This design comes from an exercise in tuning for small area on the open sky130 flow, not from production work. The RTL was checked by simulation tests, not by an equivalence proof against the original design. Power and IR drop assume default switching activity.

Setup of build 85:
==> flow/design.v <==
`timescale 1ns/1ns
module event_readout
(
    input  logic        clk_i,
    input  logic        rdholdoff_reset,
    input  logic        clk_ce_i,
    input  logic [23:0] rdholdoff_i,
    input  logic        sample_wr_en_i,
    input  logic        sample_wr_chan_i,
    input  logic [1:0]  sample_wr_bank_i,
    input  logic [3:0]  sample_wr_addr_i,
    input  logic [15:0] sample_wr_data_i,
    input  logic        hdr_push_i,
    input  logic [15:0] hdr_word_i,
    output logic [15:0] ev_data_o,
    output logic        ev_strobe_o,
    output logic        ev_valid_o,
    output logic        complete_o
);
    logic        valid_q;      
    logic        pause_q;      
    logic        strobe_q;
    logic [6:0]  p_q;          
    logic [24:0] cnt_q;        
    logic [4:0]  wp_q;         
    logic [2:0]  ep_q;         
    logic active, idle, avail, start, cap, last;
    assign active = valid_q & ~pause_q;
    assign idle   = ~valid_q & ~pause_q;
    assign avail  = (wp_q[4:2] != ep_q);
    assign start  = clk_ce_i & idle & avail;
    assign cap    = clk_ce_i & active;
    assign last   = (p_q == 7'd95);
    always_ff @(posedge clk_i) begin
        if (rdholdoff_reset) begin
            valid_q  <= 1'b0;
            pause_q  <= 1'b0;
            strobe_q <= 1'b0;
            wp_q     <= '0;
            ep_q     <= '0;
        end else begin
            strobe_q <= cap;
            if (hdr_push_i) wp_q <= wp_q + 1'b1;
            if (start) valid_q <= 1'b1;
            if (cap && last) begin
                pause_q <= 1'b1;
                ep_q    <= ep_q + 1'b1;
            end
            if (clk_ce_i && pause_q) begin
                valid_q <= 1'b0;
                if (cnt_q[24]) pause_q <= 1'b0;
            end
        end
    end
    always_ff @(posedge clk_i) begin
        if (start) p_q <= 7'd124;
        else if (cap) p_q <= p_q + 1'b1;
    end
    always_ff @(posedge clk_i) begin
        if (cap && last) cnt_q <= {1'b0, rdholdoff_i};
        else cnt_q <= cnt_q - clk_ce_i;
    end
    assign ev_valid_o  = valid_q;
    assign ev_strobe_o = strobe_q;
    assign complete_o  = cap & last;
    logic [15:0] smem [96];
    logic [15:0] hmem [16];
    logic [15:0] snext [96];
    logic [15:0] hnext [16];
    logic [95:0] s_we, s_we_n;
    logic [15:0] h_we, h_we_n;
    er_sample_wdec u_swdec (
        .wr_i   (sample_wr_en_i),
        .chan_i (sample_wr_chan_i),
        .bank_i (sample_wr_bank_i),
        .addr_i (sample_wr_addr_i),
        .we_o   (s_we),
        .we_n_o (s_we_n)
    );
    er_hdr_wdec u_hwdec (
        .push_i (hdr_push_i),
        .wp_i   (wp_q[3:0]),
        .we_o   (h_we),
        .we_n_o (h_we_n)
    );
    for (genvar i = 0; i < 96; i++) begin : g_s
        er_hold u_h (.q_i(smem[i]), .we_i(s_we[i]), .we_n_i(s_we_n[i]),
                     .d_i(sample_wr_data_i), .y_o(snext[i]));
        always_ff @(posedge clk_i) smem[i] <= snext[i];
    end
    for (genvar i = 0; i < 16; i++) begin : g_h
        er_hold u_h (.q_i(hmem[i]), .we_i(h_we[i]), .we_n_i(h_we_n[i]),
                     .d_i(hdr_word_i), .y_o(hnext[i]));
        always_ff @(posedge clk_i) hmem[i] <= hnext[i];
    end
    logic [111:0] rsel;
    logic [15:0]  rd_word;
    logic [15:0]  data_q;
    always_ff @(posedge clk_i) data_q <= rd_word;
    assign ev_data_o = data_q;
    er_rdec u_rdec (
        .p_i   (p_q),
        .ep_i  (ep_q[1:0]),
        .sel_o (rsel)
    );
    for (genvar b = 0; b < 16; b++) begin : g_rd
        logic [111:0] col;
        for (genvar i = 0; i < 96; i++) begin : g_cs
            assign col[i] = smem[i][b];
        end
        for (genvar i = 0; i < 16; i++) begin : g_ch
            assign col[96+i] = hmem[i][b];
        end
        er_rd_bit u_rd (.sel_i(rsel), .d_i(col), .y_o(rd_word[b]));
    end
endmodule
module er_hold
(
    input  logic [15:0] q_i,
    input  logic        we_i,
    input  logic        we_n_i,
    input  logic [15:0] d_i,
    output logic [15:0] y_o
);
    for (genvar b = 0; b < 16; b++) begin : g_b
        er_hold_bit u_b (.q_i(q_i[b]), .we_i(we_i), .we_n_i(we_n_i), .d_i(d_i[b]), .y_o(y_o[b]));
    end
endmodule
module er_hold_bit
(
    input  logic q_i,
    input  logic we_i,
    input  logic we_n_i,
    input  logic d_i,
    output logic y_o
);
    assign y_o = (q_i | we_i) & (d_i | we_n_i);
endmodule
module er_sample_wdec
(
    input  logic        wr_i,
    input  logic        chan_i,
    input  logic [1:0]  bank_i,
    input  logic [3:0]  addr_i,
    output logic [95:0] we_o,
    output logic [95:0] we_n_o
);
    for (genvar c = 0; c < 2; c++) begin : g_c
        for (genvar b = 0; b < 3; b++) begin : g_b
            for (genvar a = 0; a < 16; a++) begin : g_a
                assign we_o[c*48+b*16+a] = wr_i && (chan_i == 1'(c)) && (bank_i == 2'(b))
                                           && (addr_i == 4'(a));
            end
        end
    end
    assign we_n_o = ~we_o;
endmodule
module er_hdr_wdec
(
    input  logic        push_i,
    input  logic [3:0]  wp_i,
    output logic [15:0] we_o,
    output logic [15:0] we_n_o
);
    for (genvar i = 0; i < 16; i++) begin : g_i
        assign we_o[i] = push_i && (wp_i == 4'(i));
    end
    assign we_n_o = ~we_o;
endmodule
module er_rdec
(
    input  logic [6:0]   p_i,
    input  logic [1:0]   ep_i,
    output logic [111:0] sel_o
);
    for (genvar i = 0; i < 96; i++) begin : g_s
        assign sel_o[i] = (p_i == 7'(i));
    end
    for (genvar i = 0; i < 16; i++) begin : g_h
        assign sel_o[96+i] = (p_i[6:2] == 5'b11111) && (p_i[1:0] == 2'(i % 4))
                             && (ep_i == 2'(i / 4));
    end
endmodule
module er_rd_bit
(
    input  logic [111:0] sel_i,
    input  logic [111:0] d_i,
    output logic         y_o
);
    logic [37:0] t_n;
    for (genvar g = 0; g < 37; g++) begin : g_3
        er_aoi222 u_t (.a_i(sel_i[3*g+2:3*g]), .b_i(d_i[3*g+2:3*g]), .y_o(t_n[g]));
    end
    er_nand2 u_t1 (.a_i(sel_i[111]), .b_i(d_i[111]), .y_o(t_n[37]));
    er_nand38 u_or (.a_i(t_n), .y_o(y_o));
endmodule
module er_aoi222
(
    input  logic [2:0] a_i,
    input  logic [2:0] b_i,
    output logic       y_o
);
    assign y_o = ~|(a_i & b_i);
endmodule
module er_nand2
(
    input  logic a_i,
    input  logic b_i,
    output logic y_o
);
    assign y_o = ~(a_i & b_i);
endmodule
module er_nand38
(
    input  logic [37:0] a_i,
    output logic        y_o
);
    assign y_o = ~&a_i;
endmodule
clock: 6.0 ns
lec_check: 0
cap_margin: 20
core_margin: 2
core_utilization: 45
cts_cluster_diameter: 100
cts_cluster_size: 22
gpl_timing_driven: 0
slew_margin: 20
synth_hierarchical: 1
synth_minimum_keep_size: 0
run.sh (not shown) runs the stock make flow with config.mk's settings and CLKGATE_MAP_FILE= SYNTH_SCRIPT=/design/flow/synth_recipe.tcl, a recipe that flattens the netlist after the stock synthesis.
The inputs of build 60 differ from those of build 85 as listed below.
# build 85
export LEC_CHECK = 0
export CAP_MARGIN = 20
export CORE_MARGIN = 2
export CORE_UTILIZATION = 45
export CTS_CLUSTER_DIAMETER = 100
export CTS_CLUSTER_SIZE = 22
export GPL_TIMING_DRIVEN = 0
export SLEW_MARGIN = 20
export SYNTH_HIERARCHICAL = 1
export SYNTH_MINIMUM_KEEP_SIZE = 0
create_clock -name core_clock -period 6.0 [get_ports {clk_i}]
# build 60
export LEC_CHECK = 0
export CAP_MARGIN = 0
export CORE_MARGIN = 2
export CORE_UTILIZATION = 45
export CTS_CLUSTER_DIAMETER = 100
export CTS_CLUSTER_SIZE = 22
export SLEW_MARGIN = 0
export SYNTH_HIERARCHICAL = 1
export SYNTH_MINIMUM_KEEP_SIZE = 0
create_clock -name core_clock -period 6.0 [get_ports {clk_i}]
Findings:
Taking build 60 over build 85, the number of buffers outside the clock class in the layout ratio works out to 1.6.
Slowest stage cell on the critical path: nand4bb_1 -> build 60, clkdlybuf4s50_1 -> build 85
Final instance area across build 60 and build 85: no real change.
Of build 60 and build 85, the run reporting the higher maximum ir drop on the vdd rail was build 60.
Sort build 60 and build 85 by arrival time at the worst endpoint asc -> top: build 85
met2 layer wire length in the routed design on build 60 is up relative to build 85.
Run comparison: build 85 launch point of the critical path clk_ce_i; build 60 launch point of the critical path p_q[3]$_SDFFE_PP1P_

-- afterwards: timing with drivers on the ports --
The flow's constraints put no driver on any port. The routed layouts listed below were extracted and timed again, unchanged, in two steps.
Step 1 assumes that a clkbuf_16 drives the clock port and a buf_2 every other input.
Step 2 times the ports against the registers' clock, not the clock port: input delays grow and output delays shrink by t, the midpoint of the rising clock arrivals with the driver on.
Slacks: no drivers / after step 1 / after step 2; pairs: no drivers / after step 1.
run	shift t [ns]	setup WS [ns]	worst setup path after step 2	latest minus earliest clock arrival (ns)
build 85	0.817	1.120 / 1.084 / 1.084	input to output	0.060 / 0.060
build 60	0.821	1.194 / 1.194 / 1.056	input to register	0.047 / 0.047
After both steps every run listed still meets setup and hold. The setup slack of build 60, which loses most, moves by 0.000 ns with the drivers and by -0.138 ns with both steps.
